What follows belongs to an exercise in optimizing a design on an open flow for small area, a short achievable clock period and few clock cycles; a production flow would make more cautious choices. At most, simulation tests tie the RTL to the original design; equivalence was not proved. No functional check of the RTL was part of runs 4 and 5. No driver is modelled on the clock port, so clock power and skew are understated where the tree is cut down; a real chip needs a root buffer or a tree. Power figures rest on the tool's default switching activity, not on a simulated workload.

===== flow/flow/run.sh =====
#!/bin/bash
# Standard layout; after clock tree synthesis the tree's root buffer is taken out so the clock
# port drives the tree's first level directly, each first-level buffer is split in two by where
# its loads sit, and timing is repaired (instead of in cts).
set -euo pipefail
export BUFFER_PORTS_ARGS="-buffer_cell sky130_fd_sc_hd__buf_4"
export SKIP_CTS_REPAIR_TIMING=1
export POST_CTS_TCL="$PWD/flow/post_cts.tcl"
bash standard.sh > standard_flow.log 2>&1

===== flow/flow/post_cts.tcl =====
# Runs after clock tree synthesis (cts's own timing repair is skipped).
# 2. Split each buffer the clock port drives in two (see below).
# 3. Repair timing as cts would have.
set block [ord::get_db_block]
set root [$block findInst clkbuf_0_clk]
if { $root != "NULL" } {
  set in_net [[$root findITerm A] getNet]
  set out_net [[$root findITerm X] getNet]
  set loads {}
  foreach it [$out_net getITerms] {
    if { [$it getInst] != $root } {
      lappend loads $it
    }
  }
  puts "root buffer drives [llength $loads] pins"
  if { [llength $loads] <= 2 && [llength [$out_net getBTerms]] == 0 } {
    foreach it $loads {
      $it disconnect
      $it connect $in_net
    }
    odb::dbInst_destroy $root
    odb::dbNet_destroy $out_net
    puts "root buffer removed"
  }
}

proc split_port_buffers { block } {
  set port_net [[$block findBTerm clk] getNet]
  set l1s {}
  foreach it [$port_net getITerms] { lappend l1s [$it getInst] }
  if { [llength $l1s] > 2 } { return }
  foreach b $l1s {
    set master [$b getMaster]
    set out_it ""
    foreach it [$b getITerms] { if { [$it isOutputSignal] } { set out_it $it } }
    if { $out_it == "" } { continue }
    set out_net [$out_it getNet]
    set loads {}
    set xs {}
    set ys {}
    foreach it [$out_net getITerms] {
      if { [$it getInst] == $b } { continue }
      set bb [[$it getInst] getBBox]
      set x [expr {([$bb xMin] + [$bb xMax]) / 2}]
      set y [expr {([$bb yMin] + [$bb yMax]) / 2}]
      lappend loads [list $it $x $y]
      lappend xs $x
      lappend ys $y
    }
    if { [llength $loads] < 4 } { continue }
    set xs [lsort -integer $xs]
    set ys [lsort -integer $ys]
    set axis [expr {([lindex $xs end] - [lindex $xs 0]) >= ([lindex $ys end] - [lindex $ys 0]) ? 1 : 2}]
    set loads [lsort -integer -index $axis $loads]
    set half [expr {[llength $loads] / 2}]
    set g1 [lrange $loads 0 [expr {$half - 1}]]
    set g2 [lrange $loads $half end]
    set name "[$b getName]_split"
    set nb [odb::dbInst_create $block $master $name]
    set nn [odb::dbNet_create $block "[$out_net getName]_split"]
    $nn setSigType CLOCK
    foreach it [$nb getITerms] {
      if { [$it isInputSignal] } { $it connect $port_net }
      if { [$it isOutputSignal] } { $it connect $nn }
    }
    foreach e $g2 { set it [lindex $e 0]; $it disconnect; $it connect $nn }
    foreach pair [list [list $b $g1] [list $nb $g2]] {
      lassign $pair inst grp
      set sx 0
      set sy 0
      foreach e $grp { set sx [expr {$sx + [lindex $e 1]}]; set sy [expr {$sy + [lindex $e 2]}] }
      set cx [expr {$sx / [llength $grp]}]
      set cy [expr {$sy / [llength $grp]}]
      $inst setLocation [expr {$cx - [$master getWidth] / 2}] [expr {$cy - [$master getHeight] / 2}]
      $inst setPlacementStatus PLACED
    }
    puts "split [$b getName]: [llength $g1] + [llength $g2] loads"
  }
}

split_port_buffers $block

estimate_parasitics -placement
report_clock_latency
repair_timing_helper
detailed_placement
check_placement -verbose
estimate_parasitics -placement
report_clock_latency
report_worst_slack -max
report_worst_slack -min

===== flow/standard.sh =====
#!/bin/bash
# synth_recipe.tcl (not shown) runs the flow's synth.tcl, then flattens the netlist and writes it again
# the make line also repeats each setting of config.mk as NAME=value (left out here)
make -C /OpenROAD-flow-scripts/flow DESIGN_CONFIG=/design/flow/config.mk WORK_HOME=/design/flow/orfs CLKGATE_MAP_FILE= SYNTH_SCRIPT=/design/flow/synth_recipe.tcl "${@:-finish}"

===== flow/config.mk =====
export PLATFORM = sky130hd
export DESIGN_NAME = wildcard_glob_matcher
export DESIGN_NICKNAME = wildcard_glob_matcher
export VERILOG_FILES = /design/flow/design.v
export SDC_FILE = /design/flow/constraint.sdc
export NUM_CORES = 4
export LEC_CHECK = 0
export CAP_MARGIN = 20
export CORE_MARGIN = 2
export CORE_UTILIZATION = 55
export CTS_BUF_LIST = sky130_fd_sc_hd__clkbuf_8 sky130_fd_sc_hd__clkbuf_16
export CTS_CLUSTER_DIAMETER = 100
export CTS_CLUSTER_SIZE = 30
export SETUP_SLACK_MARGIN = 1.6
export SLEW_MARGIN = 20
export TNS_END_PERCENT = 3

===== flow/constraint.sdc =====
create_clock -name core_clock -period 3.0 [get_ports {clk}]
set_input_delay 0.6000 -clock core_clock [delete_from_list [all_inputs] [get_ports {clk}]]
set_output_delay 0.6000 -clock core_clock [all_outputs]
set_load 0.01 [all_outputs]

===== flow/design.v =====
`default_nettype none
package wgm_pkg;
    localparam int MAX_PATTERN = 64;
    localparam int LEN_W       = $clog2(MAX_PATTERN + 1);
    localparam logic [7:0] CH_STAR = 8'h2A;
    localparam logic [7:0] CH_ANY  = 8'h3F;
    typedef logic [LEN_W-1:0] len_t;
    typedef enum logic [1:0] {
        MODE_START   = 2'd0,
        MODE_PATTERN = 2'd1,
        MODE_TEXT    = 2'd2,
        MODE_END     = 2'd3
    } mode_t;
    typedef struct packed {
        mode_t      mode;
        logic [7:0] ch;
    } item_t;
    typedef struct packed {
        logic matched;
        logic error;
    } result_t;
endpackage
`default_nettype wire
`default_nettype none
module wgm_cell #(
    parameter bit FIRST = 1'b0     
) (
    input  wire        clk,
    input  wire        we,         
    input  wire  [7:0] ch,         
    input  wire        text_en,    
    input  wire        text_seen,  
    input  wire        prev_col,   
    input  wire        prev_step,  
    output logic       col,        
    output logic       step
);
    logic [7:0] char_reg;
    logic       hit_reg;
    logic       col_reg;
    logic       is_star;
    assign is_star = (char_reg == wgm_pkg::CH_STAR);
    assign step    = prev_col & hit_reg;
    if (FIRST)
    begin : g_first
        assign col = text_seen ? col_reg : is_star;
    end
    else
    begin : g_rest
        assign col = text_seen && col_reg;
    end
    always_ff @(posedge clk)
    begin
        if (we)
        begin
            char_reg <= ch;
        end
    end
    always_ff @(posedge clk)
    begin
        hit_reg <= (char_reg == ch) || (char_reg == wgm_pkg::CH_ANY);
    end
    always_ff @(posedge clk)
    begin
        if (text_en)
        begin
            col_reg <= is_star ? (prev_step | col) : step;
        end
    end
endmodule
`default_nettype wire
`default_nettype none
module wildcard_glob_matcher (
    input  wire               clk,
    input  wire               rst_n,
    input  wire               item_valid,
    output logic              item_ready,
    input  wire  [9:0]        item_in,
    output logic              result_valid,
    input  wire               result_ready,
    output logic [1:0]        result
);
    localparam int N  = wgm_pkg::MAX_PATTERN;
    localparam int NH = N / 8 + 1;
    wgm_pkg::item_t      item;
    assign item = wgm_pkg::item_t'(item_in);
    logic                ready_reg;
    logic                accept;
    assign item_ready = ready_reg;
    assign accept     = item_valid && ready_reg;
    logic                a_start;
    logic                a_pat;
    logic                a_text;
    logic                a_end;
    logic                a_star;
    logic [7:0]          a_ch;
    logic                a_we;
    logic [NH-1:0]       a_we_grp;
    always_ff @(posedge clk or negedge rst_n)
    begin
        if (!rst_n)
        begin
            a_start <= 1'b0;
            a_pat   <= 1'b0;
            a_text  <= 1'b0;
            a_end   <= 1'b0;
        end
        else
        begin
            a_start <= accept && (item.mode == wgm_pkg::MODE_START);
            a_pat   <= accept && (item.mode == wgm_pkg::MODE_PATTERN);
            a_text  <= accept && (item.mode == wgm_pkg::MODE_TEXT);
            a_end   <= accept && (item.mode == wgm_pkg::MODE_END);
        end
    end
    always_ff @(posedge clk)
    begin
        a_ch   <= item.ch;
        a_star <= (item.ch == wgm_pkg::CH_STAR);
    end
    logic [6:0]          pat_len_reg;
    logic [NH-1:0]       slot_hi;
    logic [7:0]          slot_lo;
    logic [NH-1:0]       slot_hi_reg;
    logic [7:0]          slot_lo_reg;
    logic                text_started_reg;
    logic                error_reg;
    logic                last_star_reg;
    logic                pat_blk_reg;
    logic                len63;            
    assign slot_hi = {slot_hi_reg[NH-1:1], !slot_hi_reg[0]};
    assign slot_lo = {slot_lo_reg[7:1], !slot_lo_reg[0]};
    logic                pat_take;     
    logic [6:0]          pat_len_next;
    logic [NH-1:0]       slot_hi_next;
    logic [7:0]          slot_lo_next;
    logic                text_started_next;
    logic                error_next;
    logic                last_star_next;
    logic                pat_blk_next;
    assign pat_take = a_pat && !pat_blk_reg;
    always_comb
    begin
        pat_len_next      = pat_len_reg;
        slot_hi_next      = slot_hi;
        slot_lo_next      = slot_lo;
        text_started_next = text_started_reg;
        error_next        = error_reg;
        last_star_next    = last_star_reg;
        if (a_start)
        begin
            pat_len_next      = '0;
            slot_hi_next      = NH'(1);
            slot_lo_next      = 8'd1;
            text_started_next = 1'b0;
            error_next        = 1'b0;
            last_star_next    = 1'b0;
        end
        else
        begin
            if (pat_take)
            begin
                pat_len_next    = pat_len_reg + 1'b1;
                last_star_next  = a_star;
            end
            if (a_we)
            begin
                slot_lo_next = {slot_lo[6:0], slot_lo[7]};
                if (slot_lo[7])
                begin
                    slot_hi_next = {slot_hi[NH-2:0], 1'b0};
                end
            end
            if (a_pat && pat_blk_reg)
            begin
                error_next = 1'b1;
            end
            if (a_text)
            begin
                text_started_next = 1'b1;
            end
        end
        pat_blk_next = !a_start && (pat_blk_reg || a_text || (pat_take && len63));
    end
    always_ff @(posedge clk or negedge rst_n)
    begin
        if (!rst_n)
        begin
            pat_len_reg      <= '0;
            slot_hi_reg      <= '0;
            slot_lo_reg      <= '0;
            text_started_reg <= 1'b0;
            error_reg        <= 1'b0;
            last_star_reg    <= 1'b0;
            pat_blk_reg      <= 1'b0;
            len63            <= 1'b0;
        end
        else
        begin
            len63            <= (pat_len_next == 7'd63);
            pat_len_reg      <= pat_len_next;
            slot_hi_reg      <= {slot_hi_next[NH-1:1], !slot_hi_next[0]};
            slot_lo_reg      <= {slot_lo_next[7:1], !slot_lo_next[0]};
            text_started_reg <= text_started_next;
            error_reg        <= error_next;
            last_star_reg    <= last_star_next;
            pat_blk_reg      <= pat_blk_next;
        end
    end
    logic                take_we;
    assign take_we = item_valid && ready_reg && (item.mode == wgm_pkg::MODE_PATTERN)
                     && !pat_blk_next
                     && !((item.ch == wgm_pkg::CH_STAR) && last_star_next);
    always_ff @(posedge clk or negedge rst_n)
    begin
        if (!rst_n)
        begin
            a_we     <= 1'b0;
            a_we_grp <= '0;
        end
        else
        begin
            a_we     <= take_we;
            a_we_grp <= take_we ? slot_hi_next : '0;
        end
    end
    logic                c_text;
    logic                c_end;
    logic                c_text_seen;
    always_ff @(posedge clk or negedge rst_n)
    begin
        if (!rst_n)
        begin
            c_text      <= 1'b0;
            c_end       <= 1'b0;
            c_text_seen <= 1'b0;
        end
        else
        begin
            c_text      <= a_text;
            c_end       <= a_end;
            c_text_seen <= text_started_reg;
        end
    end
    logic [N:0]          col;
    logic [N:0]          step;
    logic [N-1:0]        we;
    assign col[0]  = !c_text_seen;
    assign step[0] = 1'b0;
    for (genvar i = 0; i < N; i++)
    begin : g_cell
        assign we[i] = a_we_grp[i / 8] && slot_lo[i % 8];
        wgm_cell #(
            .FIRST     (i == 0)
        ) u_cell (
            .clk       (clk),
            .we        (we[i]),
            .ch        (a_ch),
            .text_en   (c_text),
            .text_seen (c_text_seen),
            .prev_col  (col[i]),
            .prev_step (step[i]),
            .col       (col[i+1]),
            .step      (step[i+1])
        );
    end
    logic [NH-1:0]       grp_hit;
    logic [NH-1:0]       d_grp_reg;
    logic                d_err_reg;
    logic                d_end;
    for (genvar h = 0; h < NH; h++)
    begin : g_grp
        logic [7:0] part;
        for (genvar l = 0; l < 8; l++)
        begin : g_lo
            if (8 * h + l <= N)
            begin : g_on
                assign part[l] = col[8 * h + l] && slot_lo[l];
            end
            else
            begin : g_off
                assign part[l] = 1'b0;
            end
        end
        assign grp_hit[h] = slot_hi[h] && (|part);
    end
    always_ff @(posedge clk)
    begin
        d_grp_reg <= grp_hit;
        d_err_reg <= error_reg;
    end
    always_ff @(posedge clk or negedge rst_n)
    begin
        if (!rst_n)
        begin
            d_end <= 1'b0;
        end
        else
        begin
            d_end <= c_end;
        end
    end
    logic                out_v;
    logic                skid_v;
    logic                wr_ptr;
    logic                rd_ptr;
    logic [1:0]          mem_r [2];
    logic [1:0]          mem_next [2];
    logic [1:0]          out_r;
    logic [1:0]          new_r;
    logic                push;
    logic                pop;
    logic                rd_ptr_next;
    logic                out_v_next;
    logic                skid_v_next;
    assign new_r       = {|d_grp_reg, d_err_reg};
    assign push        = d_end;
    assign pop         = out_v && result_ready;
    assign rd_ptr_next = rd_ptr ^ pop;
    logic                in_end;
    logic                at_most_one;
    assign in_end      = accept && (item.mode == wgm_pkg::MODE_END);
    assign at_most_one = !((out_v_next && (c_end || a_end || in_end))
                           || (c_end && (a_end || in_end)) || (a_end && in_end));
    logic [1:0]          head_after_pop;
    logic [1:0]          head_kept;
    assign head_after_pop = skid_v ? mem_r[!rd_ptr] : new_r;
    assign head_kept      = out_v ? mem_r[rd_ptr] : new_r;
    always_comb
    begin
        mem_next[0] = mem_r[0];
        mem_next[1] = mem_r[1];
        if (push)
        begin
            mem_next[wr_ptr] = new_r;
        end
        out_v_next  = out_v;
        skid_v_next = skid_v;
        if (push && !pop)
        begin
            out_v_next  = 1'b1;
            skid_v_next = out_v;
        end
        else if (pop && !push)
        begin
            out_v_next  = skid_v;
            skid_v_next = 1'b0;
        end
    end
    always_ff @(posedge clk or negedge rst_n)
    begin
        if (!rst_n)
        begin
            out_v  <= 1'b0;
            skid_v <= 1'b0;
            wr_ptr <= 1'b0;
            rd_ptr <= 1'b0;
        end
        else
        begin
            out_v  <= out_v_next;
            skid_v <= skid_v_next;
            wr_ptr <= wr_ptr ^ push;
            rd_ptr <= rd_ptr_next;
        end
    end
    always_ff @(posedge clk)
    begin
        mem_r[0]  <= mem_next[0];
        mem_r[1]  <= mem_next[1];
        out_r     <= pop ? head_after_pop : head_kept;
        ready_reg <= !skid_v_next && at_most_one;
    end
    assign result_valid = out_v;
    assign result       = out_r;
endmodule
`default_nettype wire

==> notes.md, run 1 <==
Skew-Pair Late Insertion Delay approximately 0.40 ns; PortBufs 17; hpwl dp 43.47 mm; status no timing/DRC/antenna violations; Syn Area/Cell 13.64 um2; GPL Wtd Cong 0.8054; measured slew at the worst slew-check pin 0.7090 ns; clock slew at reported path FFs 0.11 ns; Area Growth Syn to Fin 12.43%; Synth async-reset ratio 6.983%; Core ar. 55420 um2; Initial DRT Pass Iterations 7; filler instances 4101; Overflow after GRT 0; Max-Cap Viols 0; worst-path fanout max 3; Ys Warns 5; die area 58210 um2; post-route clock period utilization 54.21%; # rows 86; WL/cell around 23 um; Antenna diodes 0; maximum VDD drop 0.0003561 V; Layout Cells excl Fill 3142; largest net degree at the start of global routing 51; wirelength, routed 73.71 mm; first-pass GRT wire length 111.2 mm; dpl ws ~0.96 ns; Final setup viols 0; overall power around 0.016 W; placed inst area between 30000 and 40000 um2; initial DRC count 1245; max reg flops 512; CP peak stage delay 0.45 ns; slew margin rel. a little over half; layout cells sized above 1 13.28%; required time worst endpoint 3.22 ns; fin area 34810 um2; Leak approximately 10 nW; post-placement cell count 3023; setup ws final 1.374 ns; CP endpoint kind flop; Slew Viols, Final 0; Initial Utilization 55.88%; Top FF cell, synth edfxtp_1; final layout net count 2389; vias in the first global route 18710; Seq/Total Area, Yosys 65.85%; Layout Skew 0.03288 ns; gr usage total around 25%; io pins 18; slowest stage cell, crit path edfxtp_1; flops & latches, synth about 720; critical path arrival between 1.5 and 2 ns; Final min period 1.626 ns; cells after synthesis 2270; Post-synth EDFFs 580; routed vias/inst ~6.0; Chip Width between 200 and 250 um; RSZ-0062 raised after global routing yes; crit start category flop; Synth Net Count 2287; Worst Hold Class in -> async; CTS tree yes; Die Height about 240 um; Antenna Nets Post-Route 0; pwr/cell area 473.3 nW/um2; Setup TNS Final 0 ns; detailed-route DRC error count 0; critical path type reg -> reg; fmax 614.9 MHz; final hold violations 0; clk sinks 716; via count 18850; antenna violations before repair 2; Cell Area, Synth ~31000 um2; crit-path cells or3_1 -> nor4_1 -> a21oi_1 -> a211oi_1; Yosys cell types 47
## per-stage QoR
step / util (%) / hold slack, ns
after floorplan: - / 0.3044
after global placement: 58.62 / 0.3779
after detailed placement: 58.62 / 0.3869
after global routing: 62.82 / 0.2814
final: 62.82 / 0.2320
## report_power, final
part           internal [W]  total (W)  switching [W]  leakage (nW)
registers            0.0107     0.0108      0.0000506          6.45
logic              0.000387   0.000876       0.000490          3.51
clock network       0.00192    0.00485        0.00293         0.489
## per-layer routing
metal	part of all wire, %	vias up	track usage, %	routed length (um)
li1	-	8805	-	-
met1	45	9499	35.93	32990
met3	4.3	102	1.926	3168
met2	48	446	42.74	35580
met5	0	-	0	0
met4	2.7	0	7.370	1977
## cell usage in the layout (no fill, tap or decap), types with 7 or more instances in the layout
master / netlist / layout
a211oi_1: 62 / 55
a211oi_2: 0 / 7
a21oi_1: 135 / 127
a21oi_2: 0 / 8
a22o_1: 8 / 8
a22oi_1: 17 / 17
a31oi_1: 9 / 8
and2_1: 57 / 51
buf_12: 0 / 33
buf_4: 0 / 113
clkbuf_16: 0 / 30
dfrtp_1: 50 / 38
dfrtp_2: 0 / 9
dfxtp_1: 86 / 78
dfxtp_4: 0 / 8
edfxtp_1: 580 / 580
inv_1: 10 / 22
mux2i_1: 17 / 16
nand2_1: 20 / 20
nand3_1: 71 / 71
nand4_1: 189 / 189
nor2_1: 34 / 34
nor2b_1: 12 / 7
nor3_1: 73 / 73
nor4_1: 65 / 17
nor4_2: 0 / 33
nor4_4: 0 / 15
o21ai_0: 68 / 68
or3_1: 61 / 52
or3_4: 1 / 10
xnor2_1: 506 / 506
xor2_1: 9 / 9
## Yosys cell counts (all sizes together) (9+ instances only)
| master | number | share of area [%] |
|---|---|---|
| a211oi | 62 | 1.5 |
| a21oi | 135 | 2.2 |
| a22oi | 17 | 0.41 |
| a31oi | 9 | 0.18 |
| and2 | 57 | 1.2 |
| buf | 48 | 0.78 |
| clkbuf | 38 | 0.46 |
| dfrtp | 50 | 4.0 |
| dfxtp | 86 | 5.6 |
| edfxtp | 580 | 56 |
| inv | 10 | 0.12 |
| mux2i | 17 | 0.55 |
| nand2 | 20 | 0.24 |
| nand3 | 71 | 1.1 |
| nand4 | 189 | 3.8 |
| nor2 | 34 | 0.41 |
| nor2b | 12 | 0.24 |
| nor3 | 73 | 1.2 |
| nor4 | 65 | 1.3 |
| o21ai | 68 | 1.1 |
| or3 | 64 | 1.3 |
| xnor2 | 506 | 14 |
| xor2 | 9 | 0.25 |
## kinds of logic after synthesis
kind of cell	share of synthesized area [%]
adders and majority gates	0.1212
buffers and inverters	1.358
muxes	0.6950
xor gates and xnor gates	14.57
and+or+nand+nor	11.23
DFF	65.85
AOI/OAI and AO/OA	6.186
## final cells by class, clock buffers not listed
type / instances / area (um2) / share of cell area (%)
flip-flops and latches: 716 / 20440 / 58.72
repair buffers: 156 / 1707 / 4.902
inverters: 10 / 43.79 / 0.1258
plain buffers: 2 / 50.05 / 0.1438
well taps: 748 / 935.9 / 2.688
multi-input cells: 1458 / 10790 / 30.98
clock inverters: 24 / 148.9 / 0.4277
## path summary, 6_finish.rpt
kind,to,depth (start not counted),start,slack [ns]
setup / recovery,g_cell[31].u_cell.col_reg,4,g_cell[31].u_cell.char_reg[0],1.37
hold / removal,rd_ptr,1,rst_n,0.23
setup reg to reg,g_cell[31].u_cell.col_reg,4,g_cell[31].u_cell.char_reg[0],1.37
hold reg to reg,d_end,0,c_end,0.39
max in group asynchronous,c_text,1,rst_n,2.21
min in group core_clock,a_ch[5],1,item_in[5],0.34
## worst max-delay path, delay by kind of cell (launching register included)
kind / cells / cell delay (ns)
and+or+nand+nor: 2 / 0.72
DFF: 1 / 0.45
AOI/OAI and AO/OA: 2 / 0.29
Testbench counts, summed over its fixed seeds: cycles 56,359.
==> run 2: changes to the inputs <==
--- a/flow/config.mk
+++ b/flow/config.mk
@@ -8,5 +8,5 @@
 export CAP_MARGIN = 20
 export CORE_MARGIN = 2
-export CORE_UTILIZATION = 55
+export CORE_UTILIZATION = 60
 export CTS_BUF_LIST = sky130_fd_sc_hd__clkbuf_8 sky130_fd_sc_hd__clkbuf_16
 export CTS_CLUSTER_DIAMETER = 100
==> notes.md, run 2 <==
status no timing/DRC/antenna violations; PortBufs 17; flops & latches, synth 716; dominant cells by area after synthesis edfxtp_1, xnor2_1, dfxtp_1; routed vias/inst 6.152; Initial Utilization 60.48%; max reg flops 512; clk sinks 716; setup ws final roughly 1.4 ns; Overflow after GRT 0; Antenna Nets Post-Route 0; maximum VDD drop 0.0004980 V; largest net degree at the start of global routing 96; Slew Viols, Final 0; Worst Hold Class in -> async; GPL Wtd Cong 0.7929; slew margin rel. 52.14%; fin area 34570 um2; placed inst area 32170 um2; pwr/cell area 470.6 nW/um2; slowest stage cell, crit path edfxtp_1; Layout Skew 0.04086 ns; P_int 0.01293 W; Worst path top cell family by delay simple AND/OR/NAND/NOR gates; RSZ-0062 raised after global routing yes; final layout net count about 2400; CP bufs+invs 1; Cell Area, Synth 30960 um2; Final min period 1.610 ns; Final setup viols 0; P_sw 0.003340 W; Core ar. 51200 um2; Antenna diodes 0; Ys Warns 5; Syn Area/Cell between 10 and 15 um2; wirelength, routed 69.26 mm; WL/cell approximately 23 um; fmax 621.1 MHz; Setup TNS Final 0 ns; critical path type reg -> reg; final hold violations 0; vias in the first global route 18480; Sequential Power Share 66.1%; Skew-Pair Late Insertion Delay approximately 0.39 ns; fin util about two thirds; Chip Width 231.2 um; antenna violations before repair 1; required time worst endpoint 3.12 ns; cells after synthesis 2270; worst-path fanout max 3; Die Height 231.2 um; Max-Cap Viols 0; Comb pwr share around 5%; detailed-route DRC error count 0; most frequent cells in the layout edfxtp_1, xnor2_1, nand4_1, a21oi_1, buf_4; commonest non-fill, non-tap cell in the layout edfxtp_1; die area roughly 53000 um2; Synth Net Count 2287; switching share of total power 20.53%; dpl ws 0.9747 ns; Post-synth EDFFs 580; crit start category flop; via count 18790; Commonest cells post-synth edfxtp_1, xnor2_1, nand4_1; # rows 83; Initial DRT Pass Iterations 5; first-pass GRT wire length 105.5 mm; Yosys cell types 47; layout cells sized above 1 12.93%; most frequent cell after synthesis edfxtp_1; Leak 10.33 nW; CP endpoint kind flop; Top FF cell, synth edfxtp_1; clock slew at reported path FFs 0.11 ns; crit-path cells or3_4 -> nor4_4 -> buf_4 -> a211oi_2; Synth async-reset ratio 6.983%; Worst R2R Setup Slack 1.39 ns; io pins 18; overall power about 0.016 W; Synth top area share between 50% and 60%; gr usage total around a quarter; Seq/Total Area, Yosys 65.85%; CP peak stage delay 0.44 ns; Clk network pwr share 29.1%; post-route clock period utilization 53.67%; measured slew at the worst slew-check pin 0.7180 ns; area leader, netlist edfxtp_1; critical path arrival 1.73 ns; initial DRC count 1263; CTS tree yes; hpwl dp 40.21 mm; Area Growth Syn to Fin 11.63%
run 2: changes by cell type in the layout (fill, tap and decap cells not counted), sizes merged:
| cell | delta |
|---|---|
| buf | -19 |
| inv | +6 |
| clkinv | -5 |
| clkinvlp | -2 |
run 2: final cells by class, clock buffers not listed:
cell class,count,area (um2)
Multi-Input combinational cell,1458,11000
Inverter,10,40.04
Fill cell,3584,16630
Timing Repair Buffer,137,1365
Buffer,2,50.05
Sequential cell,716,20440
Clock inverter,23,116.4
Tap cell,680,850.8
run 2: power groups by stage:
stage          combinational (W)  sequential, W  clock (W)
6_report                0.000797         0.0107    0.00473
5_1_grt                 0.000864         0.0107    0.00516
3_5_place_dp            0.000702         0.0110          0
3_3_place_gp            0.000688         0.0110          0
2_1_floorplan           0.000520         0.0110          0
run 2: per-stage QoR:
step / instances / hold WS (ns)
6_report: 3054 / 0.2285
5_1_grt: 3054 / 0.2708
3_5_place_dp: 2926 / 0.3676
3_3_place_gp: 2926 / 0.3662
2_1_floorplan: 2270 / 0.3044
run 2: final timing paths:
check / end / start / cells after the start
max: g_cell[19].u_cell.col_reg / g_cell[19].u_cell.char_reg[2] / 4
min: rd_ptr / rst_n / 1
max reg2reg: g_cell[19].u_cell.col_reg / g_cell[19].u_cell.char_reg[2] / 4
min reg2reg: c_text_seen / text_started_reg / 0
max in group asynchronous: slot_lo_reg[4] / rst_n / 1
min in group core_clock: a_ch[5] / item_in[5] / 1
run 2: logic make-up after synthesis:
family,after synthesis,share of synthesized area (%)
buffers and inverters,96,1.358
flip-flops,716,65.85
adder cells (fa/ha/maj),3,0.1212
AND/OR/NAND/NOR,601,11.23
AO/OA/AOI/OAI,318,6.186
XOR/XNOR,515,14.57
multiplexers,21,0.6950
run 2: routing by layer:
layer  GRT usage, %  vias up  part of all wire, %
met5              0        -                    0
met4          5.242        0                  1.7
met3          2.079       68                  4.7
met2          43.80      459                   50
met1          36.40     9507                   44
li1               -     8755                    -
==> run 3: changes to the inputs <==
--- a/flow/config.mk
+++ b/flow/config.mk
@@ -12,5 +12,5 @@
 export CTS_CLUSTER_DIAMETER = 100
 export CTS_CLUSTER_SIZE = 30
-export SETUP_SLACK_MARGIN = 1.6
+export SETUP_SLACK_MARGIN = 1.65
 export SLEW_MARGIN = 20
-export TNS_END_PERCENT = 3
+export TNS_END_PERCENT = 2
==> notes.md, run 3 <==
GPL Wtd Cong 0.8230; pwr/cell area around 470 nW/um2; largest net degree at the start of global routing 68; Initial DRT Pass Iterations 5; cells after synthesis approximately 2300; Worst R2R Setup Slack 1.38 ns; Comb pwr share 5.2%; dominant cells by area after synthesis edfxtp_1, xnor2_1, dfxtp_1; CTS tree yes; Layout Skew 0.03123 ns; worst-path fanout max 2; Synth Net Count ~2300; post-route clock period utilization 54.00%; area leader, netlist edfxtp_1; CP most frequent cell buf_4; worst reg2reg startpoint pat_len_reg[0]; WL met1 29.94 mm; Ys Warns 5; Overflow after GRT 0; antenna violations before repair 0; Clk network pwr share 29.1%; Syn Area/Cell 13.64 um2; fmax 617.3 MHz; slew margin rel. about 54%; first-pass GRT wire length 109.3 mm; most frequent cell after synthesis edfxtp_1; die area ~53000 um2; Leak roughly 10 nW; Slew Viols, Final 0; slowest stage cell, crit path dfrtp_2; Simple-Gate Fraction of Synth Area 11.23%; Worst Hold Class in -> async; final layout net count 2370; critical path type reg -> reg; Max Used Layer met4; gr usage total between 20% and 30%; Antenna Nets Post-Route 0; mux cell area share after synthesis 0.6950%; Seq/Total Area, Yosys 65.85%; WL/cell 23.27 um; vias in the first global route around 19000; wirelength, routed 71.09 mm; Yosys cell types 47; Skew-Pair Late Insertion Delay 0.39 ns; Final setup viols 0; Core ar. 51200 um2; RSZ-0062 raised after global routing yes; Die Height around 230 um; io pins 18; clock slew at reported path FFs around 0.11 ns; Chip Width 231.2 um; crit start category flop; reg2reg path depth 8; via count 18930; Compound-Gate Fraction of Synth Area 6.186%; Post-synth EDFFs 580; routed vias/inst a little over 6; hpwl dp 39.67 mm; Synth top area share 56.25%; Max-Cap Viols 0; initial DRC count 1498; CP endpoint kind flop; switching share of total power 20.45%; Setup TNS Final 0 ns; Sequential Power Share 65.7%; largest family of logic cells by synthesized area XOR/XNOR gates; xor-xnor portion of the synthesized cell area 14.57%; clk sinks 716; maximum VDD drop 0.0005208 V; final hold violations 0; Area Growth Syn to Fin 12.23%; critical path arrival 1.93 ns; Worst R2R End pat_len_reg[1]; Final min period 1.620 ns; max reg flops between 500 and 600; commonest non-fill, non-tap cell in the layout edfxtp_1; CP peak stage delay around 0.45 ns; measured slew at the worst slew-check pin between 0.6 and 0.7 ns; crit-path cells ha_4 -> nand3b_1 -> buf_4 -> buf_4 -> buf_6 -> buf_4 -> buf_6 -> a21oi_2; WHS around 0.22 ns; metal2 WL 36.47 mm; Commonest cells post-synth edfxtp_1, xnor2_1, nand4_1; most frequent cells in the layout edfxtp_1, xnor2_1, nand4_1, a21oi_1, buf_4; # rows 83; flops & latches, synth 716; routed wl met3 between 2 and 3 mm; P_sw 0.003336 W; Top FF cell, synth edfxtp_1; P_int 0.01298 W; Antenna diodes 0; Cell Area, Synth 30960 um2; Synth async-reset ratio 6.983%; required time worst endpoint 3.31 ns; PortBufs 17; status no timing/DRC/antenna violations; Initial Utilization between 60% and 70%; layout cells sized above 1 13.09%; Synth Area in Adders less than 1%; detailed-route DRC error count 0
[run 3: critical path: cells and delay by family, from the launching register on]
kind / cells / cell delay (ns)
buffers and inverters: 5 / 0.60
DFF: 1 / 0.45
adders and majority gates: 1 / 0.26
AOI/OAI and AO/OA: 1 / 0.12
and+or+nand+nor: 1 / 0.11
[run 3: through the flow]
step	total power, W	setup WS [ns]	util [%]	area, um2	std cells
final	0.01631	1.380	67.88	34750	3055
after global routing	0.01685	1.326	67.88	34750	3055
after detailed placement	0.01171	1.071	62.78	32140	2915
after global placement	0.01169	1.059	62.78	32140	2915
after floorplan	0.01153	1.443	-	31480	2270
[run 3: worst max path at each step]
stage / from / endpoint / depth (start not counted)
floorplan: pat_len_reg[0] / len63 / 5
global placement: item_in[0] / a_we_grp[6] / 5
detailed placement: item_in[0] / a_we_grp[4] / 5
global route: g_cell[63].u_cell.char_reg[0] / g_cell[63].u_cell.col_reg / 4
finish: pat_len_reg[0] / pat_len_reg[1] / 8
[run 3: cell type report, clock buffers not listed]
class / count / area [um2]
tap: 680 / 850.8
inverter: 10 / 45.04
timing repair buffer: 138 / 1504
buffer: 2 / 50.05
clock inverter: 22 / 105.1
sequential: 716 / 20440
fill: 3514 / 16450
multi-input combinational: 1458 / 11030
[run 3: logic make-up (layout without fill, tap and decap cells)]
kind of cell	after synthesis	count (layout)
AND/OR/NAND/NOR	601	601
buffers and inverters	96	201
flip-flops	716	716
multiplexers	21	21
XOR/XNOR	515	515
AO/OA/AOI/OAI	318	318
adder cells (fa/ha/maj)	3	3
[run 3: per-layer routing]
metal	global-route usage [%]	up-vias
li1	-	8766
met4	8.468	0
met2	48.10	407
met3	2.645	129
met5	0	-
met1	34.17	9625
[run 3: power groups by stage]
stage          sequential, W  clock, W  combinational, W
3_5_place_dp          0.0110         0          0.000729
3_3_place_gp          0.0110         0          0.000711
5_1_grt               0.0107   0.00522          0.000910
6_report              0.0107   0.00475          0.000844
2_1_floorplan         0.0110         0          0.000543
==> run 4: changes to the inputs <==
--- a/flow/design.v
+++ b/flow/design.v
@@ -29,4 +29,5 @@
     input  wire        we,         
     input  wire  [7:0] ch,         
+    input  wire  [7:0] text_ch,    
     input  wire        text_en,    
     input  wire        text_seen,  
@@ -59,5 +60,5 @@
     always_ff @(posedge clk)
     begin
-        hit_reg <= (char_reg == ch) || (char_reg == wgm_pkg::CH_ANY);
+        hit_reg <= (char_reg == text_ch) || (char_reg == wgm_pkg::CH_ANY);
     end
     always_ff @(posedge clk)
@@ -114,8 +115,13 @@
         end
     end
+    logic [7:0]          a_text_ch;
     always_ff @(posedge clk)
     begin
         a_ch   <= item.ch;
         a_star <= (item.ch == wgm_pkg::CH_STAR);
+        if (item.mode == wgm_pkg::MODE_TEXT)
+        begin
+            a_text_ch <= item.ch;
+        end
     end
     logic [6:0]          pat_len_reg;
@@ -257,4 +263,5 @@
             .we        (we[i]),
             .ch        (a_ch),
+            .text_ch   (a_text_ch),
             .text_en   (c_text),
             .text_seen (c_text_seen),
--- a/flow/config.mk
+++ b/flow/config.mk
@@ -12,5 +12,5 @@
 export CTS_CLUSTER_DIAMETER = 100
 export CTS_CLUSTER_SIZE = 30
-export SETUP_SLACK_MARGIN = 1.65
+export SETUP_SLACK_MARGIN = 1.6
 export SLEW_MARGIN = 20
-export TNS_END_PERCENT = 2
+export TNS_END_PERCENT = 3
==> notes.md, run 4 <==
Synth async-reset ratio 6.906%; slowest stage cell, crit path edfxtp_1; Setup TNS Final 0 ns; final layout net count 2393; metal2 WL between 40 and 50 mm; Slew Viols, Final 0; # rows 83; RSZ-0062 raised after global routing yes; Worst R2R End g_cell[33].u_cell.col_reg; reg2reg path depth 4; worst-path fanout max 3; flops & latches, synth 724; required time worst endpoint around 3.2 ns; CP peak stage delay 0.43 ns; Skew-Pair Late Insertion Delay approximately 0.40 ns; crit start category flop; first-pass GRT wire length about 120 mm; initial DRC count around 1900; wirelength, routed a little over 80 mm; crit-path cells or3_1 -> nor4_4 -> buf_4 -> a211oi_1; dominant cells by area after synthesis edfxtp_1, xnor2_1, dfxtp_1; Seq/Total Area, Yosys 66.06%; Core ar. 51410 um2; Layout Skew 0.03660 ns; Final setup viols 0; Worst R2R Setup Slack around 1.4 ns; Max-Cap Viols 0; Overflow after GRT 0; Top FF cell, synth edfxtp_1; Synth top area share 56.54%; WL met1 33.91 mm; Synth Net Count 2298; Leak 10.62 nW; most frequent cell after synthesis edfxtp_1; antenna violations before repair 3; Antenna Nets Post-Route 0; die area 53890 um2; Antenna diodes 0; status no timing/DRC/antenna violations; Area Growth Syn to Fin 13.00%; final hold violations 0; via count 19920; worst reg2reg startpoint g_cell[33].u_cell.char_reg[0]; cells after synthesis 2281; io pins 18; WHS 0.2397 ns; Commonest cells post-synth edfxtp_1, xnor2_1, nand4_1; Die Height around 230 um; largest net degree at the start of global routing 65; Chip Width between 200 and 250 um; routed wl met3 between 5 and 6 mm; hpwl dp 44.11 mm; layout cells sized above 1 13.76%; CTS tree yes; critical path type reg -> reg; clock slew at reported path FFs 0.12 ns; most frequent cells in the layout edfxtp_1, xnor2_1, nand4_1, a21oi_1, buf_4; measured slew at the worst slew-check pin 0.9213 ns; commonest non-fill, non-tap cell in the layout edfxtp_1; critical path arrival around 1.8 ns; Ys Warns 5; maximum VDD drop 0.0004267 V; dpl ws 0.7108 ns; Initial DRT Pass Iterations 5; Initial Utilization 60.75%; filler instances 3522; PortBufs 17; max reg flops 512; CP endpoint kind flop; Final min period 1.606 ns; Cell Area, Synth 31230 um2; GPL Wtd Cong between 0.8 and 0.9; fmax 622.6 MHz; routed vias/inst 6.472; Max Used Layer met5; clk sinks ~720; vias in the first global route 19590; Yosys cell types 48; detailed-route DRC error count 0; WL/cell 26.93 um; gr usage total 30.41%; Post-synth EDFFs 588; Worst Hold Class in -> async; Syn Area/Cell 13.69 um2; area leader, netlist edfxtp_1; post-route clock period utilization 53.54%; slew margin rel. 38.58%; setup ws final 1.394 ns; pwr/cell area 479.1 nW/um2
[run 4: cell count changes in the layout (fill, tap and decap cells not counted), sizes merged, moves of 2 or more]
| cell | change |
|---|---|
| edfxtp | +8 |
| clkinv | -2 |
| clkinvlp | +2 |
| nor2 | +3 |
| buf | +13 |
| a21oi | -2 |
| or3 | -2 |
[run 4: kinds of logic after synthesis]
kind of cell	Yosys count	synth area share [%]
muxes	22	0.7371
and+or+nand+nor	606	11.18
buffers and inverters	96	1.394
xor gates and xnor gates	515	14.44
DFF	724	66.06
adders and majority gates	3	0.1202
AOI/OAI and AO/OA	315	6.066
[run 4: where the power goes]
group	leakage, nW	switching (W)	internal, W	total, W
sequential	6.53	0.0000608	0.0108	0.0109
clock	0.496	0.00296	0.00191	0.00488
combinational	3.59	0.000681	0.000452	0.00113
total	10.6	0.00371	0.0132	0.0169
[run 4: area by class of cell, clock buffers not listed]
type                       instances  area [um2]  area share [%]
buffer                             2       50.05          0.1418
clock inverter                    24       133.9          0.3794
inverter                           9       42.54          0.1205
multi-input combinational       1461       11160           31.61
sequential                       724       20650           58.52
tap                              680       850.8           2.411
timing repair buffer             150        1705           4.832
[run 4: worst max path at each step]
stage	from	end	slack, ns	cells past startpoint
5_1_grt	g_cell[33].u_cell.char_reg[0]	g_cell[33].u_cell.col_reg	1.34	4
3_5_place_dp	item_in[4]	a_we_grp[2]	0.71	5
6_report	g_cell[33].u_cell.char_reg[0]	g_cell[33].u_cell.col_reg	1.39	4
3_3_place_gp	item_in[4]	a_we_grp[2]	0.76	5
2_1_floorplan	item_in[4]	a_we_grp[1]	1.43	4
[run 4: layer usage]
metal  up-vias  track usage [%]
met4         2            10.04
met1     10150            41.38
li1       8830                -
met3       195            4.224
met2       743            50.76
met5         -                0
[run 4: worst max-delay path, delay by kind of cell (launching register included)]
| kind | cells | cell delay, ns |
|---|---|---|
| AOI/OAI and AO/OA | 1 | 0.05 |
| and+or+nand+nor | 2 | 0.72 |
| buffers and inverters | 1 | 0.17 |
| DFF | 1 | 0.43 |
[run 4: metrics by stage]
step | instances | utilization (%) | cell area [um2] | total power [W]
floorplan | 2281 | - | 31230 | 0.01171
global placement | 2933 | 63.10 | 32440 | 0.01209
detailed placement | 2933 | 63.10 | 32440 | 0.01212
global route | 3078 | 68.65 | 35290 | 0.01738
finish | 3078 | 68.65 | 35290 | 0.01691
==> run 5: changes to the inputs <==
--- a/flow/design.v
+++ b/flow/design.v
@@ -5,4 +5,5 @@
     localparam logic [7:0] CH_STAR = 8'h2A;
     localparam logic [7:0] CH_ANY  = 8'h3F;
+    localparam logic [7:0] CH_KEY  = CH_STAR;
     typedef logic [LEN_W-1:0] len_t;
     typedef enum logic [1:0] {
@@ -29,5 +30,4 @@
     input  wire        we,         
     input  wire  [7:0] ch,         
-    input  wire  [7:0] text_ch,    
     input  wire        text_en,    
     input  wire        text_seen,  
@@ -41,5 +41,5 @@
     logic       col_reg;
     logic       is_star;
-    assign is_star = (char_reg == wgm_pkg::CH_STAR);
+    assign is_star = (char_reg == 8'h00);
     assign step    = prev_col & hit_reg;
     if (FIRST)
@@ -60,5 +60,5 @@
     always_ff @(posedge clk)
     begin
-        hit_reg <= (char_reg == text_ch) || (char_reg == wgm_pkg::CH_ANY);
+        hit_reg <= (char_reg == ch) || (char_reg == (wgm_pkg::CH_ANY ^ wgm_pkg::CH_KEY));
     end
     always_ff @(posedge clk)
@@ -115,13 +115,8 @@
         end
     end
-    logic [7:0]          a_text_ch;
     always_ff @(posedge clk)
     begin
-        a_ch   <= item.ch;
+        a_ch   <= item.ch ^ wgm_pkg::CH_KEY;
         a_star <= (item.ch == wgm_pkg::CH_STAR);
-        if (item.mode == wgm_pkg::MODE_TEXT)
-        begin
-            a_text_ch <= item.ch;
-        end
     end
     logic [6:0]          pat_len_reg;
@@ -263,5 +258,4 @@
             .we        (we[i]),
             .ch        (a_ch),
-            .text_ch   (a_text_ch),
             .text_en   (c_text),
             .text_seen (c_text_seen),
==> notes.md, run 5 <==
status no timing/DRC/antenna violations; Synth top area share a little under three fifths; flops & latches, synth 716; CP endpoint kind flop; clk sinks 716; slew margin rel. about 43%; Syn Area/Cell 13.54 um2; Final min period 1.853 ns; antenna violations before repair 0; hpwl dp 43.28 mm; RSZ-0062 raised after global routing yes; Seq/Total Area, Yosys between 60 and 70%; Cell Area, Synth 31590 um2; vias in the first global route 19130; io pins 18; final layout net count 2368; Commonest cells post-synth edfxtp_1, xnor2_1, nand4_1; Antenna diodes 0; WHS 0.2241 ns; overall power around 0.016 W; dpl ws 0.8644 ns; crit start category flop; most frequent cell after synthesis edfxtp_1; Worst Hold Class in -> async; post-route clock period utilization 61.75%; area leader, netlist edfxtp_1; first-pass GRT wire length 106.9 mm; Layout Cells excl Fill 3061; # rows between 80 and 90; Chip Width 233.5 um; final hold violations 0; GPL Wtd Cong 0.8427; critical path type reg -> reg; pwr/cell area 477.6 nW/um2; Antenna Nets Post-Route 0; Skew-Pair Late Insertion Delay ~0.4 ns; via count around 19000; Layout Skew 0.05342 ns; wirelength, routed 68.84 mm; required time worst endpoint 3.11 ns; Leak just over 10 nW; post-placement cell count 2996; fmax 539.8 MHz; maximum VDD drop between 0.0004 and 0.0005 V; initial DRC count 1339; gr usage total 25.57%; Final setup viols 0; clock slew at reported path FFs 0.11 ns; Ys Warns 5; CTS tree yes; Area Growth Syn to Fin 7.395%; layout cells sized above 1 under 10%; commonest non-fill, non-tap cell in the layout edfxtp_1; Initial Utilization 60.36%; Initial DRT Pass Iterations 5; Overflow after GRT 0; Max-Cap Viols 0; cells after synthesis between 2000 and 2500; PortBufs 17; detailed-route DRC error count 0; Slew Viols, Final 0; Top FF cell, synth edfxtp_1; WL/cell 22.49 um; Post-synth EDFFs 580; Synth Net Count 2350; Setup TNS Final 0 ns; reg2reg path depth 4; largest net degree at the start of global routing 77; die area about 55000 um2; most frequent cells in the layout edfxtp_1, xnor2_1, nand4_1, nor2_1, dfxtp_1; Core ar. 52340 um2; max reg flops about 500; measured slew at the worst slew-check pin 0.8591 ns; critical path arrival 1.96 ns; Synth async-reset ratio about 7%; Die Height roughly 230 um; routed vias/inst 6.194; worst-path fanout max 2; Yosys cell types 53; dominant cells by area after synthesis edfxtp_1, xnor2_1, dfxtp_1; setup ws final about 1.1 ns
-- run 5: changes by cell type in the layout (fill, tap and decap cells not counted), moves of 37 or more --
cell      change
nor3_1       -63
nor2_1       +57
a21oi_1      -53
or4_1        +62
o31ai_1      +59
nor4_4       -37
a211oi_1     -46
o21ai_1      +66
nor3b_1      +59
nand2_1      +58
nand3_1      -63
nor4b_1      +59
buf_4        -58
o21ai_0      -64
-- run 5: through the flow --
| stage | instance area [um2] | utilization, % |
|---|---|---|
| finish | 33930 | 64.82 |
| global route | 33930 | 64.82 |
| detailed placement | 32790 | 62.64 |
| global placement | 32790 | 62.64 |
| floorplan | 31800 | - |
-- run 5: cell type report, clock buffers not listed --
| type | instances | area [um2] |
|---|---|---|
| sequential | 716 | 20440 |
| fill | 3808 | 18410 |
| multi-input combinational | 1516 | 10890 |
| tap | 688 | 860.8 |
| timing repair buffer | 73 | 814.5 |
| clock inverter | 23 | 116.4 |
| inverter | 15 | 57.56 |
| buffer | 2 | 50.05 |
-- run 5: worst max-delay path, cell delays in order (launching register included) --
cell,delay (ns)
edfxtp_1,0.39
or4_1,0.51
or4_4,0.44
mux2i_1,0.16
o22ai_1,0.09
-- run 5: path summary, 6_finish.rpt --
check | start | end | slack [ns]
setup / recovery | g_cell[2].u_cell.char_reg[7] | g_cell[2].u_cell.col_reg | 1.15
hold / removal | rst_n | rd_ptr | 0.22
setup reg to reg | g_cell[2].u_cell.char_reg[7] | g_cell[2].u_cell.col_reg | 1.15
hold reg to reg | a_end | c_end | 0.40
max in group asynchronous | rst_n | slot_lo_reg[1] | 2.24
min in group core_clock | item_in[2] | a_ch[2] | 0.36
-- run 5: kinds of logic after synthesis --
logic type,share of synthesized area (%)
AO/OA/AOI/OAI,5.109
XOR/XNOR,14.28
adder cells (fa/ha/maj),0.1188
buffers and inverters,1.390
flip-flops,64.54
multiplexers,0.6456
AND/OR/NAND/NOR,13.91
-- run 5: layer usage --
metal  GRT usage [%]  up-vias  wire, um
li1                -     8817         -
met1           36.71     9555     31470
met2           41.19      484     32230
met3           3.455      105      3511
met4           7.259        0      1620
met5               0        -         0
-- run 5: report_power, final --
group	switching, W	leakage (nW)	internal [W]
clock network	0.00283	0.491	0.00189
registers	0.0000703	6.46	0.0107
logic	0.000414	3.13	0.000300
total	0.00332	10.1	0.0129
==> run 6: changes to the inputs <==
--- a/flow/design.v
+++ b/flow/design.v
@@ -5,5 +5,4 @@
     localparam logic [7:0] CH_STAR = 8'h2A;
     localparam logic [7:0] CH_ANY  = 8'h3F;
-    localparam logic [7:0] CH_KEY  = CH_STAR;
     typedef logic [LEN_W-1:0] len_t;
     typedef enum logic [1:0] {
@@ -41,5 +40,5 @@
     logic       col_reg;
     logic       is_star;
-    assign is_star = (char_reg == 8'h00);
+    assign is_star = (char_reg == wgm_pkg::CH_STAR);
     assign step    = prev_col & hit_reg;
     if (FIRST)
@@ -60,5 +59,5 @@
     always_ff @(posedge clk)
     begin
-        hit_reg <= (char_reg == ch) || (char_reg == (wgm_pkg::CH_ANY ^ wgm_pkg::CH_KEY));
+        hit_reg <= (char_reg == ch) || (char_reg == wgm_pkg::CH_ANY);
     end
     always_ff @(posedge clk)
@@ -117,5 +116,5 @@
     always_ff @(posedge clk)
     begin
-        a_ch   <= item.ch ^ wgm_pkg::CH_KEY;
+        a_ch   <= item.ch;
         a_star <= (item.ch == wgm_pkg::CH_STAR);
     end
--- a/flow/flow/run.sh
+++ b/flow/flow/run.sh
@@ -6,4 +6,5 @@
 export BUFFER_PORTS_ARGS="-buffer_cell sky130_fd_sc_hd__buf_4"
 export SKIP_CTS_REPAIR_TIMING=1
+export CTS_ARGS="-sink_clustering_enable -repair_clock_nets -sink_clustering_size 30 -sink_clustering_max_diameter 100 -buf_list {sky130_fd_sc_hd__clkbuf_8 sky130_fd_sc_hd__clkbuf_16} -dont_use_dummy_load"
 export POST_CTS_TCL="$PWD/flow/post_cts.tcl"
 bash standard.sh > standard_flow.log 2>&1
==> notes.md, run 6 <==
critical path type reg -> reg; Commonest cells post-synth edfxtp_1, xnor2_1, nand4_1; post-route clock period utilization 53.72%; most frequent cells in the layout edfxtp_1, xnor2_1, nand4_1, a21oi_1, buf_4; Die Height 231.2 um; Final setup viols 0; max reg flops 512; Worst R2R Setup Slack about 1.4 ns; Simple-Gate Fraction of Synth Area 11.23%; Storage cell area slightly above 20000 um2; Worst R2R End g_cell[19].u_cell.col_reg; Syn Area/Cell 13.64 um2; Slew Viols, Final 0; # rows 83; Synth top area share a little under three fifths; Chip Width 231.2 um; Final min period 1.612 ns; gr usage total 25.62%; pwr/cell area 460.7 nW/um2; P_sw approximately 0.0032 W; initial DRC count 1415; Skew-Pair Late Insertion Delay approximately 0.4 ns; final hold violations 0; CP endpoint kind flop; slew margin rel. 52.00%; io pins 18; antenna violations before repair 2; clock slew at reported path FFs 0.11 ns; vias in the first global route 18550; P_int 0.01282 W; Layout Skew 0.05944 ns; switching share of total power 19.95%; setup ws final 1.388 ns; mux cell area share after synthesis 0.6950%; Synth Area in Adders 0.1212%; critical path arrival 1.73 ns; Setup TNS Final 0 ns; Sequential Power Share between 60 and 70%; Worst Hold Class in -> async; Core ar. 51200 um2; detailed-route DRC error count 0; Ys Warns 5; dominant cells by area after synthesis edfxtp_1, xnor2_1, dfxtp_1; worst-path fanout max 3; Seq/Total Area, Yosys approximately 66%; area of the multi-input gates 11120 um2; layout cells sized above 1 14.09%; xor-xnor portion of the synthesized cell area 14.57%; slowest stage cell, crit path edfxtp_1; Comb pwr share 5.2%; Top FF cell, synth edfxtp_1; cells after synthesis 2270; dpl ws 0.9747 ns; Synth Net Count ~2300; hpwl dp ~40 mm; die area between 50000 and 60000 um2; clk sinks roughly 720; routed vias/inst between 6 and 7; fmax 620.5 MHz; largest family of logic cells by synthesized area XOR/XNOR gates; Post-synth EDFFs 580; Area Growth Syn to Fin 12.23%; via count between 15000 and 20000; most frequent cell after synthesis edfxtp_1; crit-path cells or3_4 -> nor4_4 -> buf_4 -> a211oi_2; Antenna Nets Post-Route 0; Antenna diodes 0; first-pass GRT wire length 105.4 mm; flops & latches, synth around 700; commonest non-fill, non-tap cell in the layout edfxtp_1; largest net degree at the start of global routing 96; status no timing/DRC/antenna violations; Overflow after GRT 0; required time worst endpoint 3.12 ns; measured slew at the worst slew-check pin roughly 0.7 ns; RSZ-0062 raised after global routing yes; wirelength, routed 70.18 mm; Compound-Gate Fraction of Synth Area roughly 6.2%; Worst path top cell family by delay simple AND/OR/NAND/NOR gates; Yosys cell types 47; CP bufs+invs 1; Max-Cap Viols 0; Initial DRT Pass Iterations 5; Initial Utilization 60.48%; maximum VDD drop just under 0.0005 V; WL/cell 23.00 um; CP peak stage delay around 0.44 ns; crit start category flop; final layout net count 2390; GPL Wtd Cong 0.7929; Synth async-reset ratio around 7%; reg2reg path depth 4; Cell Area, Synth 30960 um2; PortBufs 17; area leader, netlist edfxtp_1; filler instances ~3600; Clk network pwr share 27.7%; worst reg2reg startpoint g_cell[19].u_cell.char_reg[2]; Leak 10.35 nW
[run 6: stage by stage]
stage	hold slack, ns	total power [W]	cells	area, um2	util [%]
after floorplan	0.3044	0.01150	2270	31330	-
after global routing	0.2751	0.01651	3051	34750	67.88
after global placement	0.3662	0.01169	2926	32170	62.83
final	0.2341	0.01601	3051	34750	67.88
after detailed placement	0.3676	0.01171	2926	32170	62.83
[run 6: worst max path at each step]
stage,start,endpoint,slack (ns),cells past startpoint
5_1_grt,g_cell[19].u_cell.char_reg[2],g_cell[19].u_cell.col_reg,1.34,4
3_3_place_gp,slot_lo_reg[4],g_cell[52].u_cell.char_reg[0],0.98,2
2_1_floorplan,item_in[4],a_we_grp[1],1.43,4
3_5_place_dp,item_in[4],a_we_grp[7],0.97,5
6_report,g_cell[19].u_cell.char_reg[2],g_cell[19].u_cell.col_reg,1.39,4
[run 6: kinds of logic after synthesis]
family | after synthesis
muxes | 21
DFF | 716
and+or+nand+nor | 601
buffers and inverters | 96
AOI/OAI and AO/OA | 318
xor gates and xnor gates | 515
adders and majority gates | 3
[run 6: worst register-to-register path, cell delays in order (launching register included)]
cell and delay [ns]:
edfxtp_1 0.44, or3_4 0.42, nor4_4 0.29, buf_4 0.17
a211oi_2 0.05
[run 6: metal layers]
layer  up-vias  GRT usage [%]  part of all wire [%]
li1       8772              -                     -
met1      9562          36.20                    44
met2       505          43.81                    49
met3        71          2.104                   4.8
met4         2          5.665                   1.7
met5         -              0                 0.019
[run 6: layout make-up, clock buffers not listed]
cell class / instances / share of cell area, %
sequential: 716 / 58.83
multi-input combinational: 1458 / 31.99
timing repair buffer: 158 / 4.529
tap: 680 / 2.448
buffer: 2 / 0.1440
inverter: 10 / 0.1152
[run 6: power groups by stage]
stage | Combinational [W] | Sequential [W] | Clock (W)
floorplan | 0.000520 | 0.0110 | 0
finish | 0.000839 | 0.0107 | 0.00444
detailed placement | 0.000702 | 0.0110 | 0
global route | 0.000906 | 0.0107 | 0.00487
global placement | 0.000688 | 0.0110 | 0
Testbench counts of run 6, summed over its fixed seeds: cycles 56,359.

## separate check: timing with driven ports
Ports are ideal in the flow. The routed layouts listed here were re-timed in OpenROAD. Step 1: set_driving_cell puts a clkbuf_16 on clk and a buf_2 on each other input, an assumption about the parent block. Step 2 also shifts input and output timing later by t, the mid clock arrival at the registers, as if the neighbouring blocks saw the same clock. Three values: ideal, step 1, step 2; two values: the first two.
| run | shift t [ns] | setup slack, ns | worst register clock-pin slew, ns |
|---|---|---|---|
| run 1 | 0.501 | 1.374 / 1.343 / 1.143 | 0.12 / 0.12 |
| run 2 | 0.501 | 1.390 / 1.329 / 1.133 | 0.12 / 0.12 |
| run 3 | 0.498 | 1.380 / 1.341 / 1.168 | 0.12 / 0.12 |
| run 4 | 0.506 | 1.394 / 1.339 / 1.125 | 0.12 / 0.12 |
| run 5 | 0.495 | 1.147 / 1.147 / 1.105 | 0.12 / 0.12 |
| run 6 | 0.486 | 1.388 / 1.336 / 1.080 | 0.11 / 0.11 |
After both steps every run listed still meets setup and hold. The setup slack of run 6, which loses most, moves by -0.052 ns with the drivers and by -0.308 ns with both steps.
